Context: an optimization exercise on an open-source flow, tuned for small area, a short achievable clock period and few clock cycles per item. The choices shown serve that exercise and are no tape-out recipe.
The RTL was checked by simulation tests, not by an equivalence proof against the original design.
Power figures rest on the tool's default switching activity, not on a simulated workload.

==> run Y <==
// execute_stage_md
module execute_stage_md #(
  parameter int XLEN = 32,
  parameter int RD_W = 5
) (
  input  logic            clk,
  input  logic            rst,
  input  logic [XLEN-1:0] rd1_e,
  input  logic [XLEN-1:0] rd2_e,
  input  logic [XLEN-1:0] imm_e,
  input  logic [XLEN-1:0] pc_e,
  input  logic [XLEN-1:0] pc_plus4_e,
  input  logic [XLEN-1:0] result_w,
  input  logic [1:0]      forward_a_e,
  input  logic [1:0]      forward_b_e,
  input  logic [RD_W-1:0] rd_e,
  input  logic            reg_write_e,
  input  logic            mem_write_e,
  input  logic            branch_e,
  input  logic            jump_e,
  input  logic            jalr_e,
  input  logic            alu_src_e,
  input  logic            md_valid_e,
  input  logic [1:0]      result_src_e,
  input  logic [2:0]      funct3_e,
  input  logic [3:0]      alu_control_e,
  input  logic            stall_m,
  input  logic            flush_e,
  output logic            ex_busy,
  output logic            pc_src_e,
  output logic [XLEN-1:0] pc_target_e,
  output logic            reg_write_m,
  output logic            mem_write_m,
  output logic [1:0]      result_src_m,
  output logic [2:0]      funct3_m,
  output logic [XLEN-1:0] alu_result_m,
  output logic [XLEN-1:0] write_data_m,
  output logic [XLEN-1:0] pc_plus4_m,
  output logic [RD_W-1:0] rd_m
);
export LEC_CHECK = 0
export CAP_MARGIN = 20
export CORE_MARGIN = 2
export CORE_UTILIZATION = 40
export SLEW_MARGIN = 20
create_clock -name core_clock -period 8.0 [get_ports {clk}]
run.sh (not shown) runs the stock make flow with config.mk's settings and CLKGATE_MAP_FILE= SYNTH_SCRIPT=/design/flow/synth_recipe.tcl, a recipe that flattens the netlist after the stock synthesis.
==> inputs of run M, as changes to run Y <==
--- a/flow/design.v
+++ b/flow/design.v
@@ -23,47 +23,48 @@
   input  logic            clk,
   input  logic            rst,
   input  logic            valid,
   input  logic            flush,
   input  logic            stall,
   input  logic [2:0]      op,
   input  logic [XLEN-1:0] a,
   input  logic [XLEN-1:0] b,
+  input  logic            a_zero,
+  input  logic            b_zero,
   output logic            busy,
   output logic [XLEN-1:0] result,
   output logic            sh_req,
   output logic [XLEN-1:0] sh_in,
   output logic [4:0]      sh_amt,
   input  logic [XLEN-1:0] sh_out
 );
   localparam int W = 38;
   localparam logic [2:0] S_IDLE = 3'd0, S_MUL = 3'd1, S_CORR = 3'd2, S_DPREP = 3'd3, S_DIV = 3'd4, S_DONE = 3'd5;
   logic [2:0] st;
   logic [4:0] cnt;
-  logic [33:0] hi;
+  logic [32:0] hi;
   logic [31:0] lo;
   logic [32:0] opd;
-  logic prev, neg_q, corr_q;
+  logic prev, neg_q, corr_q, short_q;
   logic [2:0] op_q;
-  logic a_zero, b_zero, fast, start;
+  logic fast, start, b_short;
   logic [31:0] fast_res;
-  assign a_zero = a == '0;
-  assign b_zero = b == '0;
   assign fast = a_zero || b_zero;
   assign fast_res = (op[2] && !op[1] && b_zero) ? '1 : (op[2] && op[1]) ? a : '0;
   assign start = st == S_IDLE && valid && !flush && !fast;
   logic sa, sb, a_neg, b_neg;
   logic [31:0] a_mag, b_mag;
   assign sa = op == rv_core_pkg::F3_MULH || op == rv_core_pkg::F3_MULHSU || op == rv_core_pkg::F3_DIV || op == rv_core_pkg::F3_REM;
   assign sb = op == rv_core_pkg::F3_MUL || op == rv_core_pkg::F3_MULH || op == rv_core_pkg::F3_DIV || op == rv_core_pkg::F3_REM;
   assign a_neg = sa && a[31];
   assign b_neg = sb && b[31];
   assign a_mag = a_neg ? -a : a;
   assign b_mag = b_neg ? -b : b;
+  assign b_short = sb ? (b[31:7] == '0 || b[31:7] == '1) : b[31:7] == '0;
   logic b0, b1, b2, b3, b4;
   logic one0, two0, neg0, one1, two1, neg1;
   always_comb begin
     {b4, b3, b2, b1, b0} = {lo[3:0], prev};
     one0 = b1 ^ b0;
     two0 = (b2 && !b1 && !b0) || (!b2 && b1 && b0);
     neg0 = b2 && !(b1 && b0);
     one1 = b3 ^ b2;
@@ -74,89 +75,122 @@
       one1 = 1'b0; two1 = 1'b0; neg1 = 1'b0;
     end else if (st == S_CORR) begin
       one0 = 1'b1; two0 = 1'b0; neg0 = 1'b0;
       one1 = 1'b0; two1 = 1'b0; neg1 = 1'b0;
     end
   end
   logic [W-1:0] ax, r0, r1, hx, cs_s, cs_c, sum;
   assign ax = {{(W-33){opd[32]}}, opd};
-  assign hx = {{(W-34){hi[33]}}, hi};
+  assign hx = {{(W-33){hi[32]}}, hi};
   assign r0 = ((one0 ? ax : '0) | (two0 ? {ax[W-2:0], 1'b0} : '0)) ^ {W{neg0}};
   logic [W-1:0] p1;
   assign p1 = ((one1 ? ax : '0) | (two1 ? {ax[W-2:0], 1'b0} : '0)) ^ {W{neg1}};
   assign r1 = {p1[W-3:0], neg1, neg1};
   assign cs_s = hx ^ r0 ^ r1;
   assign cs_c = (hx & r0) | (hx & r1) | (r0 & r1);
   assign sum = cs_s + {cs_c[W-2:0], neg1} + {{(W-1){1'b0}}, neg0};
   function automatic logic [5:0] lzc32(input logic [31:0] x);
-    lzc32 = 6'd32;
-    for (int i = 0; i < 32; i++)
-      if (x[i]) lzc32 = 6'(31 - i);
+    logic c2 [16];
+    logic v2 [16];
+    logic [1:0] c4 [8];
+    logic v4 [8];
+    logic [2:0] c8 [4];
+    logic v8 [4];
+    logic [3:0] c16 [2];
+    logic v16 [2];
+    for (int i = 0; i < 16; i++) begin
+      v2[i] = x[2*i+1] | x[2*i];
+      c2[i] = ~x[2*i+1];
+    end
+    for (int i = 0; i < 8; i++) begin
+      v4[i] = v2[2*i+1] | v2[2*i];
+      c4[i] = v2[2*i+1] ? {1'b0, c2[2*i+1]} : {1'b1, c2[2*i]};
+    end
+    for (int i = 0; i < 4; i++) begin
+      v8[i] = v4[2*i+1] | v4[2*i];
+      c8[i] = v4[2*i+1] ? {1'b0, c4[2*i+1]} : {1'b1, c4[2*i]};
+    end
+    for (int i = 0; i < 2; i++) begin
+      v16[i] = v8[2*i+1] | v8[2*i];
+      c16[i] = v8[2*i+1] ? {1'b0, c8[2*i+1]} : {1'b1, c8[2*i]};
+    end
+    if (v16[1]) lzc32 = {2'b00, c16[1]};
+    else if (v16[0]) lzc32 = {2'b01, c16[0]};
+    else lzc32 = 6'd32;
   endfunction
   logic [5:0] lz_r, lz_d;
   logic [6:0] sdiff;
   assign lz_r = lzc32(hi[31:0]);
   assign lz_d = lzc32(opd[31:0]);
   assign sdiff = {1'b0, lz_d} - {1'b0, lz_r};
   assign sh_req = st == S_DPREP;
   assign sh_in = opd[31:0];
   assign sh_amt = sdiff[4:0];
-  logic q_bit;
+  logic q_bit, mul_out;
+  assign mul_out = st == S_CORR || (st == S_MUL && cnt == 5'd0 && !corr_q);
   assign q_bit = !sum[W-1];
   always_ff @(posedge clk)
     if (rst || flush) st <= S_IDLE;
     else case (st)
       S_IDLE:  if (start) st <= op[2] ? S_DPREP : S_MUL;
-      S_MUL:   if (cnt == 5'd0) st <= corr_q ? S_CORR : S_DONE;
-      S_CORR:  st <= S_DONE;
+      S_MUL:   if (cnt == 5'd0) begin
+                 if (corr_q) st <= S_CORR;
+                 else if (!stall) st <= S_IDLE;
+               end
+      S_CORR:  if (!stall) st <= S_IDLE;
       S_DPREP: st <= sdiff[6] ? S_DONE : S_DIV;
       S_DIV:   if (cnt == 5'd0) st <= S_DONE;
       default: if (!stall) st <= S_IDLE;
     endcase
   always_ff @(posedge clk)
     if (start) begin
       op_q   <= op;
       prev   <= 1'b0;
-      cnt    <= 5'd7;
+      cnt    <= b_short ? 5'd1 : 5'd7;
+      short_q <= b_short;
       corr_q <= !op[2] && op[1] && b[31];
       neg_q  <= op[2] && (op[1] ? a_neg : a_neg ^ b_neg);
       if (op[2]) begin
-        hi  <= {2'b00, a_mag};
+        hi  <= {1'b0, a_mag};
         lo  <= '0;
         opd <= {1'b0, b_mag};
       end else begin
         hi  <= '0;
         lo  <= b;
         opd <= {sa && a[31], a};
       end
     end else case (st)
-      S_MUL: begin
+      S_MUL: if (!mul_out || !stall) begin
         cnt  <= cnt - 5'd1;
         prev <= lo[3];
-        hi   <= sum[W-1:4];
+        hi   <= sum[36:4];
         lo   <= {sum[3:0], lo[31:4]};
       end
-      S_CORR: hi <= sum[33:0];
+      S_CORR: ;
       S_DPREP: begin
         cnt <= sdiff[4:0];
         opd <= {1'b0, sh_out};
       end
       S_DIV: begin
         cnt <= cnt - 5'd1;
         opd <= {1'b0, opd[32:1]};
         lo  <= {lo[30:0], q_bit};
-        if (q_bit) hi <= {2'b00, sum[31:0]};
+        if (q_bit) hi <= {1'b0, sum[31:0]};
       end
       default: ;
     endcase
   logic [31:0] x;
-  assign x = (op_q == rv_core_pkg::F3_MUL || op_q == rv_core_pkg::F3_DIV || op_q == rv_core_pkg::F3_DIVU) ? lo : hi[31:0];
-  assign busy = start || (st != S_IDLE && st != S_DONE);
-  assign result = st == S_IDLE ? fast_res : neg_q ? -x : x;
+  assign x = (op_q == rv_core_pkg::F3_DIV || op_q == rv_core_pkg::F3_DIVU) ? lo : hi[31:0];
+  assign busy = start || !(st == S_IDLE || st == S_DONE || mul_out);
+  assign result = st == S_IDLE ? fast_res :
+                  mul_out ? (st == S_CORR ? sum[31:0] :
+                             short_q ? (op_q == rv_core_pkg::F3_MUL ? {sum[27:0], lo[31:28]} : {{23{sum[36]}}, sum[36:28]}) :
+                             op_q == rv_core_pkg::F3_MUL ? {sum[3:0], lo[31:4]} : sum[35:4]) :
+                  neg_q ? -x : x;
 endmodule
 module execute_stage_md #(
   parameter int XLEN = 32,
   parameter int RD_W = 5
 ) (
   input  logic            clk,
   input  logic            rst,
   input  logic [XLEN-1:0] rd1_e,
@@ -194,16 +228,25 @@
 );
   logic [XLEN-1:0] src_a, src_b_fwd, src_b, alu_result, md_result, tgt_base, tgt_sum;
   logic cond, bubble;
   assign src_a = forward_a_e == rv_core_pkg::FWD_REG ? rd1_e : forward_a_e == rv_core_pkg::FWD_W ? result_w :
                  forward_a_e == rv_core_pkg::FWD_M ? alu_result_m : '0;
   assign src_b_fwd = forward_b_e == rv_core_pkg::FWD_REG ? rd2_e : forward_b_e == rv_core_pkg::FWD_W ? result_w :
                      forward_b_e == rv_core_pkg::FWD_M ? alu_result_m : '0;
   assign src_b = alu_src_e ? imm_e : src_b_fwd;
+  logic z_rd1, z_rd2, z_w, z_m, a_zero, b_zero;
+  assign z_rd1 = rd1_e == '0;
+  assign z_rd2 = rd2_e == '0;
+  assign z_w = result_w == '0;
+  assign z_m = alu_result_m == '0;
+  assign a_zero = forward_a_e == rv_core_pkg::FWD_REG ? z_rd1 : forward_a_e == rv_core_pkg::FWD_W ? z_w :
+                  forward_a_e == rv_core_pkg::FWD_M ? z_m : 1'b1;
+  assign b_zero = forward_b_e == rv_core_pkg::FWD_REG ? z_rd2 : forward_b_e == rv_core_pkg::FWD_W ? z_w :
+                  forward_b_e == rv_core_pkg::FWD_M ? z_m : 1'b1;
   logic is_sub;
   logic [XLEN:0] addsub;
   assign is_sub = alu_control_e == rv_core_pkg::ALU_SUB || alu_control_e == rv_core_pkg::ALU_SLT ||
                   alu_control_e == rv_core_pkg::ALU_SLTU;
   assign addsub = {1'b0, src_a} + {1'b0, src_b ^ {XLEN{is_sub}}} + {{XLEN{1'b0}}, is_sub};
   logic lt_s, lt_u;
   assign lt_u = !addsub[XLEN];
   assign lt_s = (src_a[XLEN-1] ^ src_b[XLEN-1]) ? src_a[XLEN-1] : addsub[XLEN-1];
@@ -232,26 +275,41 @@
       rv_core_pkg::ALU_SLT:  alu_result = XLEN'(lt_s);
       rv_core_pkg::ALU_SLTU: alu_result = XLEN'(lt_u);
       rv_core_pkg::ALU_SLL:  alu_result = rev(sh_r4);
       rv_core_pkg::ALU_SRL, rv_core_pkg::ALU_SRA: alu_result = sh_r4;
       default:  alu_result = '0;
     endcase
   logic br_eq, br_lt, br_signed;
   assign br_signed = !funct3_e[1];
-  assign br_eq = src_a == src_b_fwd;
-  assign br_lt = {src_a[XLEN-1] ^ br_signed, src_a[XLEN-2:0]} < {src_b_fwd[XLEN-1] ^ br_signed, src_b_fwd[XLEN-2:0]};
+  logic [31:0] cl0, ce0, ca, cb;
+  logic [15:0] cl1, ce1;
+  logic [7:0] cl2, ce2;
+  logic [3:0] cl3, ce3;
+  logic [1:0] cl4, ce4;
+  always_comb begin
+    ca = {src_a[XLEN-1] ^ br_signed, src_a[XLEN-2:0]};
+    cb = {src_b_fwd[XLEN-1] ^ br_signed, src_b_fwd[XLEN-2:0]};
+    cl0 = ~ca & cb;
+    ce0 = ~(ca ^ cb);
+    for (int i = 0; i < 16; i++) begin cl1[i] = cl0[2*i+1] | (ce0[2*i+1] & cl0[2*i]); ce1[i] = ce0[2*i+1] & ce0[2*i]; end
+    for (int i = 0; i < 8; i++) begin cl2[i] = cl1[2*i+1] | (ce1[2*i+1] & cl1[2*i]); ce2[i] = ce1[2*i+1] & ce1[2*i]; end
+    for (int i = 0; i < 4; i++) begin cl3[i] = cl2[2*i+1] | (ce2[2*i+1] & cl2[2*i]); ce3[i] = ce2[2*i+1] & ce2[2*i]; end
+    for (int i = 0; i < 2; i++) begin cl4[i] = cl3[2*i+1] | (ce3[2*i+1] & cl3[2*i]); ce4[i] = ce3[2*i+1] & ce3[2*i]; end
+  end
+  assign br_lt = cl4[1] | (ce4[1] & cl4[0]);
+  assign br_eq = ce4[1] & ce4[0];
   assign cond = funct3_e[2] ? (br_lt ^ funct3_e[0]) : (!funct3_e[1] && (br_eq ^ funct3_e[0]));
   assign tgt_base = jalr_e ? src_a : pc_e;
   assign tgt_sum = tgt_base + imm_e;
   assign pc_target_e = {tgt_sum[XLEN-1:1], tgt_sum[0] && !jalr_e};
   assign pc_src_e = !flush_e && (jump_e || (branch_e && cond));
   md_unit #(.XLEN(XLEN)) u_md (
     .clk(clk), .rst(rst), .valid(md_valid_e), .flush(flush_e), .stall(stall_m),
-    .op(funct3_e), .a(src_a), .b(src_b_fwd),
+    .op(funct3_e), .a(src_a), .b(src_b_fwd), .a_zero(a_zero), .b_zero(b_zero),
     .busy(ex_busy), .result(md_result),
     .sh_req(sh_req), .sh_in(md_sh_in), .sh_amt(md_sh_amt), .sh_out(md_sh_out)
   );
   assign bubble = flush_e || ex_busy;
   always_ff @(posedge clk)
     if (rst) begin
       reg_write_m  <= 1'b0;
       mem_write_m  <= 1'b0;
==> flow/flow/run.sh (new file) <==
#!/bin/bash
set -euo pipefail
bash standard.sh "BUFFER_PORTS_ARGS=-buffer_cell sky130_fd_sc_hd__buf_1" finish > standard_flow.log 2>&1
==> flow/standard.sh (new file) <==
#!/bin/bash
# synth_recipe.tcl (not shown) runs the flow's synth.tcl, then flattens the netlist and writes it again
# the make line also repeats each setting of config.mk as NAME=value (left out here)
make -C /OpenROAD-flow-scripts/flow DESIGN_CONFIG=/design/flow/config.mk WORK_HOME=/design/flow/orfs CLKGATE_MAP_FILE= SYNTH_SCRIPT=/design/flow/synth_recipe.tcl "${@:-finish}"
SETUP_SLACK_MARGIN = 1.5   (was default)
TNS_END_PERCENT = 5   (was default)
removed: flow/run.sh
==> summary.txt <==
- Of run M and run Y, run Y has the higher clock power (gap 17%, measured against run Y).
- Of run Y and run M, run M has the higher setup slack (gap 1300 ps).
- Against run M, the global-route usage of run Y is lower by 8.2 points.
- In run Y the via count is smaller than in run M, by about 12%.
- Non-clock buffer count: run Y is lower than run M (49).
- Between run Y and run M, the lower design area is in run Y (gap 0.68%, measured against run M).
- Run Y produced a clean layout. Run M passed the timing, design-rule and antenna checks.
==> figures <==
| item | run Y | run M |
|---|---|---|
| Status | timing/DRC/antenna clean | timing/DRC/antenna clean |
| WL per Instance | 31.6 um | 38.3 um |
| Number of nets in the synthesized netlist | 4222 | 4428 |
| Gate count after technology mapping | 3753 | 3959 |
| Layout-to-synthesis area ratio | 1.217x | 1.159x |
| Logic depth of the worst register-to-register path | 24 | 21 |
| Timing-limited maximum frequency | 129 MHz | 153 MHz |
| Depth of the critical timing path with buffers and inverters included | 21 | 12 |
| Pin count of the biggest net entering global routing | 99 | 85 |
| Switching component of the power | 5.30 mW | 8.88 mW |
| Met1 Routed Length | 61300 um | 75200 um |
| Sequential logic power | 1.90 mW | 1.98 mW |
| Starting utilization of the core area | 40.4% | 40.3% |
| Number of well-tap cells placed | 950 | 978 |
Testbench counts of run Y, summed over its fixed seeds: cycles 7,515, instrs 4,800.
Testbench counts of run M, summed over its fixed seeds: cycles 6,959, instrs 4,800.

static timing again, ports no longer ideal:
The flow's constraints put no driver on any port. The routed layouts listed below were extracted and timed again, unchanged, in two steps. Step 1 (the two cells are an assumption about what drives the block):
set clk [get_ports {clk}]
set_driving_cell -lib_cell sky130_fd_sc_hd__clkbuf_16 $clk
set_driving_cell -lib_cell sky130_fd_sc_hd__buf_2 [delete_from_list [all_inputs] $clk]
Step 2 moves the port delays by t, midway between the first and last clock arrival at a register: inputs arrive t later, outputs are due t later. That takes back most of the time a late clock gives input paths. Three values: ideal ports, drivers, drivers and shift; two values: the first two.
run | t (ns) | setup slack, ns | latest minus earliest clock arrival (ns)
run Y | 0.690 | 0.226 / 0.204 / 0.204 | 0.016 / 0.016
run M | 0.651 | 1.476 / 1.444 / 1.057 | 0.050 / 0.051
After both steps setup and hold are still met in every run listed. The setup slack of run M, which loses most, moves by -0.032 ns with the drivers and by -0.419 ns with both steps.
